This design comes from an exercise in tuning for small area on the open sky130 flow, not from production work. Function was checked by simulation only, so behaviour that the tests miss may differ from the original. Power and IR drop assume default switching activity.

==> branch violet <==
==> flow/design.v <==
package cdec8_bus_pkg;
  typedef enum logic [1:0] {
    ST_LOAD = 2'd0,
    ST_RUN  = 2'd1,
    ST_HALT = 2'd2
  } resp_state_e;
  localparam logic [1:0] MMRW_WR = 2'b01;
  localparam logic [1:0] MMRW_RD = 2'b10;
  localparam logic [7:0]  DEF_IO_ADDR  = 8'hFF;
  localparam logic [7:0]  PROT_TOP     = 8'h80;
  localparam int unsigned DEF_CNT_W    = 16;
  localparam int unsigned MEM_ADDR_W   = 8;
  localparam int unsigned MEM_DATA_W   = 8;
  localparam int unsigned MEM_DEPTH    = 256;
  localparam logic [7:0]  LD_LAST_ADDR = 8'hFE;
endpackage
import cdec8_bus_pkg::*;
module cdec8_ram_wsel (
  input  logic we,
  input  logic d,
  input  logic nwe,
  input  logic q,
  output logic y
);
  assign y = (we & d) | (nwe & q);
endmodule
module cdec8_ram_rsel3 (
  input  logic s0, d0,
  input  logic s1, d1,
  input  logic s2, d2,
  output logic y_n
);
  assign y_n = ~((s0 & d0) | (s1 & d1) | (s2 & d2));
endmodule
module cdec8_ram_predec (
  input  logic [3:0]  i_a,
  input  logic        i_en,
  output logic [15:0] o_sel_n
);
  always_comb begin
    for (int i = 0; i < 16; i++) begin
      o_sel_n[i] = ~((i_a == 4'(i)) & i_en);
    end
  end
endmodule
module cdec8_ram_rowsel (
  input  logic a_n,
  input  logic b_n,
  output logic y
);
  assign y = ~(a_n | b_n);
endmodule
module cdec8_ram_dec (
  input  logic [7:0]   i_a,
  input  logic         i_en,
  output logic [255:0] o_sel
);
  logic [15:0] w_lo_n, w_hi_n;
  cdec8_ram_predec u_lo (.i_a(i_a[3:0]), .i_en(i_en), .o_sel_n(w_lo_n));
  cdec8_ram_predec u_hi (.i_a(i_a[7:4]), .i_en(1'b1), .o_sel_n(w_hi_n));
  for (genvar i = 0; i < 256; i++) begin : g_sel
    cdec8_ram_rowsel u_sel (.a_n(w_hi_n[i / 16]), .b_n(w_lo_n[i % 16]), .y(o_sel[i]));
  end
endmodule
module cdec8_ram_rport (
  input  logic [255:0]  i_sel,
  input  logic [2047:0] i_data,
  output logic [7:0]    o_data
);
  for (genvar b = 0; b < 8; b++) begin : g_bit
    logic [85:0] w_part_n;
    for (genvar k = 0; k < 85; k++) begin : g_grp
      cdec8_ram_rsel3 u_rsel (
        .s0 (i_sel[3*k]),     .d0 (i_data[8*(3*k)+b]),
        .s1 (i_sel[3*k+1]),   .d1 (i_data[8*(3*k+1)+b]),
        .s2 (i_sel[3*k+2]),   .d2 (i_data[8*(3*k+2)+b]),
        .y_n(w_part_n[k])
      );
    end
    assign w_part_n[85] = ~(i_sel[255] & i_data[8*255+b]);
    assign o_data[b] = ~&w_part_n;
  end
endmodule
module cdec8_ram256 (
  input  logic       clk,
  input  logic       i_we,
  input  logic [7:0] i_waddr,
  input  logic [7:0] i_wdata,
  input  logic [7:0] i_raddr_a,
  input  logic [7:0] i_io_a,
  output logic [7:0] o_rdata_a,
  input  logic [7:0] i_raddr_b,
  input  logic [7:0] i_io_b,
  output logic [7:0] o_rdata_b
);
  logic [7:0]    r_mem [255];
  logic [255:0]  w_wsel;
  logic [255:0]  w_wsel_n;
  logic [2047:0] w_flat;
  cdec8_ram_dec u_wdec (.i_a(i_waddr), .i_en(i_we), .o_sel(w_wsel));
  assign w_wsel_n = ~w_wsel;
  for (genvar g = 0; g < 255; g++) begin : g_row
    logic [7:0] w_d;
    for (genvar b = 0; b < 8; b++) begin : g_bit
      cdec8_ram_wsel u_wsel (
        .we (w_wsel[g]),
        .d  (i_wdata[b]),
        .nwe(w_wsel_n[g]),
        .q  (r_mem[g][b]),
        .y  (w_d[b])
      );
    end
    always_ff @(posedge clk) begin
      r_mem[g] <= w_d;
    end
    assign w_flat[8*g +: 8] = r_mem[g];
  end
  logic [255:0]  w_sel_a, w_sel_b;
  logic [2047:0] w_flat_a, w_flat_b;
  cdec8_ram_dec u_adec (.i_a(i_raddr_a), .i_en(1'b1), .o_sel(w_sel_a));
  cdec8_ram_dec u_bdec (.i_a(i_raddr_b), .i_en(1'b1), .o_sel(w_sel_b));
  assign w_flat_a = {i_io_a, w_flat[2039:0]};
  assign w_flat_b = {i_io_b, w_flat[2039:0]};
  cdec8_ram_rport u_rport_a (.i_sel(w_sel_a), .i_data(w_flat_a), .o_data(o_rdata_a));
  cdec8_ram_rport u_rport_b (.i_sel(w_sel_b), .i_data(w_flat_b), .o_data(o_rdata_b));
endmodule
import cdec8_bus_pkg::*;
module cdec8_mem_responder #(
  parameter logic [7:0]  IO_ADDR = cdec8_bus_pkg::DEF_IO_ADDR,
  parameter int unsigned CNT_W   = cdec8_bus_pkg::DEF_CNT_W
) (
  input  logic             clock,
  input  logic             reset,
  input  logic             ld_valid,
  input  logic [7:0]       ld_data,
  input  logic             ld_last,
  output logic             ld_ready,
  output logic             cpu_run,
  input  logic [7:0]       adrs,
  input  logic [7:0]       data_in,
  output logic [7:0]       data_out,
  input  logic             mmwr_en,
  input  logic             endseq,
  input  logic [7:0]       resad,
  output logic [7:0]       resdt,
  input  logic [7:0]       io_in,
  output logic [7:0]       io_out,
  output logic             done,
  output logic [CNT_W-1:0] wr_count,
  output logic             wprot_err
);
  logic             r_ld_ready;
  logic             r_done;
  logic [7:0]       r_ld_ptr;
  logic [7:0]       r_io_out;
  logic [CNT_W-1:0] r_wr_count;
  logic             w_run;
  logic             w_ld_xfer;
  logic             w_ld_end;
  logic             w_core_wr;
  logic             w_is_io;
  logic             w_prot_hit;
  logic             w_core_ok;
  logic             w_ram_we;
  logic [7:0]       w_ram_waddr;
  logic [7:0]       w_ram_wdata;
  assign w_run     = ~r_ld_ready & ~r_done;
  assign w_ld_xfer = ld_valid & r_ld_ready;
  assign w_ld_end  = w_ld_xfer & (ld_last | (r_ld_ptr == LD_LAST_ADDR));
  assign w_core_wr = w_run & mmwr_en;
  assign w_is_io   = (adrs == IO_ADDR);
  assign w_prot_hit = 1'b0;
  assign wprot_err  = 1'b0;
  assign w_core_ok = w_core_wr & ~w_prot_hit;
  always_ff @(posedge clock) begin
    if (reset) begin
      r_ld_ready <= 1'b1;
      r_done     <= 1'b0;
    end else begin
      if (w_ld_end) begin
        r_ld_ready <= 1'b0;
      end
      if (w_run && endseq) begin
        r_done <= 1'b1;
      end
    end
  end
  assign w_ram_we    = w_ld_xfer | w_core_ok;
  assign w_ram_waddr = r_ld_ready ? r_ld_ptr : adrs;
  assign w_ram_wdata = r_ld_ready ? ld_data : data_in;
  always_ff @(posedge clock) begin
    if (reset) begin
      r_ld_ptr   <= 8'h00;
      r_io_out   <= 8'h00;
      r_wr_count <= '0;
    end else begin
      if (w_ld_xfer) begin
        r_ld_ptr <= r_ld_ptr + 8'(1);
      end
      if (w_core_ok && w_is_io) begin
        r_io_out <= data_in;
      end
      if (w_core_ok && (r_wr_count != {CNT_W{1'b1}})) begin
        r_wr_count <= r_wr_count + CNT_W'(1);
      end
    end
  end
  cdec8_ram256 u_ram (
    .clk       (clock),
    .i_we      (w_ram_we),
    .i_waddr   (w_ram_waddr),
    .i_wdata   (w_ram_wdata),
    .i_raddr_a (adrs),
    .i_io_a    (io_in),
    .o_rdata_a (data_out),
    .i_raddr_b (resad),
    .i_io_b    (r_io_out),
    .o_rdata_b (resdt)
  );
  assign ld_ready = r_ld_ready;
  assign cpu_run  = ~r_ld_ready;
  assign done     = r_done;
  assign io_out   = r_io_out;
  assign wr_count = r_wr_count;
endmodule
==> flow/run.sh <==
#!/bin/bash
# synth_recipe.tcl (not shown) runs the flow's synth.tcl, then flattens the netlist and writes it again
# the make line also repeats each setting of config.mk as NAME=value (left out here)
make -C /OpenROAD-flow-scripts/flow DESIGN_CONFIG=/design/flow/config.mk WORK_HOME=/design/flow/orfs CLKGATE_MAP_FILE= SYNTH_SCRIPT=/design/flow/synth_recipe.tcl finish
==> flow/config.mk <==
export PLATFORM = sky130hd
export DESIGN_NAME = cdec8_mem_responder
export DESIGN_NICKNAME = cdec8_mem_responder
export VERILOG_FILES = /design/flow/design.v
export SDC_FILE = /design/flow/constraint.sdc
export NUM_CORES = 4
export LEC_CHECK = 0
export CAP_MARGIN = 20
export CORE_MARGIN = 2
export CORE_UTILIZATION = 40
export CTS_BUF_LIST = sky130_fd_sc_hd__clkbuf_16
export CTS_CLUSTER_DIAMETER = 100
export CTS_CLUSTER_SIZE = 25
export SLEW_MARGIN = 20
export SYNTH_HIERARCHICAL = 1
==> flow/constraint.sdc <==
create_clock -name core_clock -period 12.0 [get_ports {clock}]
set_input_delay 2.4000 -clock core_clock [delete_from_list [all_inputs] [get_ports {clock}]]
set_output_delay 2.4000 -clock core_clock [all_outputs]
set_load 0.01 [all_outputs]
==> inputs of branch juniper, as changes to branch violet <==
==> flow/design.v, changed modules only <==
module cdec8_ram_dec2 (
  input  logic [1:0] i_a,
  input  logic       i_en,
  output logic [3:0] o_sel
);
  always_comb begin
    for (int i = 0; i < 4; i++) begin
      o_sel[i] = (i_a == 2'(i)) & i_en;
    end
  end
endmodule
module cdec8_ram_dec2_ne (
  input  logic [1:0] i_a,
  output logic [3:0] o_sel
);
  always_comb begin
    for (int i = 0; i < 4; i++) begin
      o_sel[i] = (i_a == 2'(i));
    end
  end
endmodule
module cdec8_ram_nand2 (
  input  logic a,
  input  logic b,
  output logic y_n
);
  assign y_n = ~(a & b);
endmodule
module cdec8_ram_predec (
  input  logic [3:0]  i_a,
  output logic [15:0] o_sel_n
);
  logic [3:0] w_lo, w_hi;
  cdec8_ram_dec2_ne u_lo (.i_a(i_a[1:0]), .o_sel(w_lo));
  cdec8_ram_dec2_ne u_hi (.i_a(i_a[3:2]), .o_sel(w_hi));
  for (genvar i = 0; i < 16; i++) begin : g_sel
    cdec8_ram_nand2 u_sel (.a(w_hi[i / 4]), .b(w_lo[i % 4]), .y_n(o_sel_n[i]));
  end
endmodule
module cdec8_ram_predec_en (
  input  logic [3:0]  i_a,
  input  logic        i_en,
  output logic [15:0] o_sel_n
);
  logic [3:0] w_lo, w_hi;
  cdec8_ram_dec2_ne u_lo (.i_a(i_a[1:0]), .o_sel(w_lo));
  cdec8_ram_dec2    u_hi (.i_a(i_a[3:2]), .i_en(i_en), .o_sel(w_hi));
  for (genvar i = 0; i < 16; i++) begin : g_sel
    cdec8_ram_nand2 u_sel (.a(w_hi[i / 4]), .b(w_lo[i % 4]), .y_n(o_sel_n[i]));
  end
endmodule
module cdec8_ram_dec_en (
  input  logic [7:0]   i_a,
  input  logic         i_en,
  output logic [255:0] o_sel
);
  logic [15:0] w_lo_n, w_hi_n;
  cdec8_ram_predec_en u_lo (.i_a(i_a[3:0]), .i_en(i_en), .o_sel_n(w_lo_n));
  cdec8_ram_predec    u_hi (.i_a(i_a[7:4]), .o_sel_n(w_hi_n));
  for (genvar i = 0; i < 256; i++) begin : g_sel
    cdec8_ram_rowsel u_sel (.a_n(w_hi_n[i / 16]), .b_n(w_lo_n[i % 16]), .y(o_sel[i]));
  end
endmodule
module cdec8_ram_dec (
  input  logic [7:0]   i_a,
  output logic [255:0] o_sel
);
  logic [15:0] w_lo_n, w_hi_n;
  cdec8_ram_predec u_lo (.i_a(i_a[3:0]), .o_sel_n(w_lo_n));
  cdec8_ram_predec u_hi (.i_a(i_a[7:4]), .o_sel_n(w_hi_n));
  for (genvar i = 0; i < 256; i++) begin : g_sel
    cdec8_ram_rowsel u_sel (.a_n(w_hi_n[i / 16]), .b_n(w_lo_n[i % 16]), .y(o_sel[i]));
  end
endmodule
module cdec8_ram256 (
  input  logic       clk,
  input  logic       i_we,
  input  logic [7:0] i_waddr,
  input  logic [7:0] i_wdata,
  input  logic [7:0] i_raddr_a,
  input  logic [7:0] i_io_a,
  output logic [7:0] o_rdata_a,
  input  logic [7:0] i_raddr_b,
  input  logic [7:0] i_io_b,
  output logic [7:0] o_rdata_b
);
  logic [7:0]    r_mem [255];
  logic [255:0]  w_wsel;
  logic [255:0]  w_wsel_n;
  logic [2047:0] w_flat;
  cdec8_ram_dec_en u_wdec (.i_a(i_waddr), .i_en(i_we), .o_sel(w_wsel));
  assign w_wsel_n = ~w_wsel;
  for (genvar g = 0; g < 255; g++) begin : g_row
    logic [7:0] w_d;
    for (genvar b = 0; b < 8; b++) begin : g_bit
      cdec8_ram_wsel u_wsel (
        .we (w_wsel[g]),
        .d  (i_wdata[b]),
        .nwe(w_wsel_n[g]),
        .q  (r_mem[g][b]),
        .y  (w_d[b])
      );
    end
    always_ff @(posedge clk) begin
      r_mem[g] <= w_d;
    end
    assign w_flat[8*g +: 8] = r_mem[g];
  end
  logic [255:0]  w_sel_a, w_sel_b;
  logic [2047:0] w_flat_a, w_flat_b;
  cdec8_ram_dec u_adec (.i_a(i_raddr_a), .o_sel(w_sel_a));
  cdec8_ram_dec u_bdec (.i_a(i_raddr_b), .o_sel(w_sel_b));
  assign w_flat_a = {i_io_a, w_flat[2039:0]};
  assign w_flat_b = {i_io_b, w_flat[2039:0]};
  cdec8_ram_rport u_rport_a (.i_sel(w_sel_a), .i_data(w_flat_a), .o_data(o_rdata_a));
  cdec8_ram_rport u_rport_b (.i_sel(w_sel_b), .i_data(w_flat_b), .o_data(o_rdata_b));
endmodule
==> flow/flow/run.sh (new file) <==
#!/bin/bash
# Standard layout with two changes: the port buffers use the smallest buffer
# cell, and clock tree synthesis inserts no dummy loads.
set -o pipefail
cp standard.sh standard_sh.log
export BUFFER_PORTS_ARGS="-buffer_cell sky130_fd_sc_hd__buf_1"
export CTS_ARGS="-sink_clustering_enable -repair_clock_nets -buf_list sky130_fd_sc_hd__clkbuf_16 -sink_clustering_size 25 -sink_clustering_max_diameter 100 -dont_use_dummy_load"
bash standard.sh > standard.log 2>&1
==> flow/standard.sh (new file) <==
#!/bin/bash
# synth_recipe.tcl (not shown) runs the flow's synth.tcl, then flattens the netlist and writes it again
# the make line also repeats each setting of config.mk as NAME=value (left out here)
make -C /OpenROAD-flow-scripts/flow DESIGN_CONFIG=/design/flow/config.mk WORK_HOME=/design/flow/orfs CLKGATE_MAP_FILE= SYNTH_SCRIPT=/design/flow/synth_recipe.tcl "${@:-finish}"
--- a/flow/config.mk
+++ b/flow/config.mk
@@ -7,5 +7,5 @@
 export LEC_CHECK = 0
-export CAP_MARGIN = 20
+export CAP_MARGIN = 25
 export CORE_MARGIN = 2
-export CORE_UTILIZATION = 40
+export CORE_UTILIZATION = 50
 export CTS_BUF_LIST = sky130_fd_sc_hd__clkbuf_16
removed: flow/run.sh
==> inputs of branch raven, as changes to branch violet <==
--- a/flow/config.mk
+++ b/flow/config.mk
@@ -9,3 +9,3 @@
 export CORE_MARGIN = 2
-export CORE_UTILIZATION = 40
+export CORE_UTILIZATION = 50
 export CTS_BUF_LIST = sky130_fd_sc_hd__clkbuf_16
==> summary.md <==
| Metric | Value |
|---|---|
| Num CTS Buffers | `97` |
| Core ar. | `0.203 sq mm` |
| Footprint of the multi-input gates | `0.0397 sq mm` |
| Final worst slack | `0.616 ns` |
| CP endpoint | `data_out[0]` |
| Full die area | `0.208 sq mm` |
| Routed len/inst | `39.3 um` |
| Final period util | `94.9%` |
| Pleak | `30.3 nW` |
| Initial DRC count | `21,452` |
| Pwr dens | `131 mW/mm^2` |
| Status | `complete, no violations` |
| Non-clock buffer share | `2.21%` |
| Pwr Total | `11.8 mW` |
That was branch violet.
==> summary.md <==
| Metric | Value |
|---|---|
| Status | `complete, no violations` |
| Final worst slack | `1.84 ns` |
| Vias in the first global route | `72,397` |
| Antenna violation net count after detailed routing | `0` |
| Crit-path cells | `buf_1 > nor2_1 > nand2_2 > nor2_1 > a222oi_1 > nand4_1 > or4_1 > a2111oi_2 > nand4_1 > buf_1` |
| Pleak | `30.0 nW` |
| Non-clock buffer share | `1.57%` |
| Num CTS Buffers | `93` |
| Footprint of the multi-input gates | `0.0396 sq mm` |
| Routed len/inst | `40.7 um` |
| CP endpoint | `data_out[1]` |
| Pwr dens | `134 mW/mm^2` |
| Full die area | `0.167 sq mm` |
| Pwr Total | `11.9 mW` |
| GR Util met3 | `14.8%` |
| Critical path endpoint category | `output port` |
| Clock buf/inv share | `2.63%` |
| Initial DRC count | `22,525` |
| Final period util | `84.7%` |
| Worst hold endpoint | `u_ram.r_mem[70][1]$_DFF_P_` |
| Final nets | `7,612` |
That was branch juniper.
==> summary.md <==
| Metric | Value |
|---|---|
| Worst hold endpoint | `u_ram.r_mem[223][0]$_DFF_P_` |
| Pwr dens | `130 mW/mm^2` |
| Pwr Total | `11.7 mW` |
| Sw power | `2.95 mW` |
| Final period util | `91.6%` |
| CP endpoint | `data_out[0]` |
| Final worst slack | `1.00 ns` |
| Status | `complete, no violations` |
| Pleak | `30.1 nW` |
| #MultiIn Comb | `4,941` |
| Full die area | `0.167 sq mm` |
That was branch raven.

==> afterwards: timing with drivers on the ports <==
The flow's constraints put no driver on any port. The routed layouts listed below were extracted and timed again, unchanged, in two steps. Step 1 sets driving cells, clkbuf_16 on the clock port and buf_2 on the other inputs (assumed; they add their load-dependent delay and slew). Step 2 adds t to the input delays and takes it off the output delays; t is the mean of the earliest and latest rising clock arrival at the registers after step 1. Input paths then give back, and output paths get back, about the clock's delay inside the block. a / b / c = no drivers / after step 1 / after step 2; a / b = the first two.
run | t (ns) | setup slack, ns | worst setup path at the end
branch violet | 0.891 | 0.616 / 0.593 / 0.593 | input to output
branch juniper | 0.853 | 1.837 / 1.810 / 1.810 | input to output
branch raven | 0.847 | 1.002 / 0.973 / 0.973 | input to output
After both steps setup and hold are still met in every run listed. The setup slack of branch raven, which loses most, moves by -0.029 ns with the drivers and by -0.029 ns with both steps.
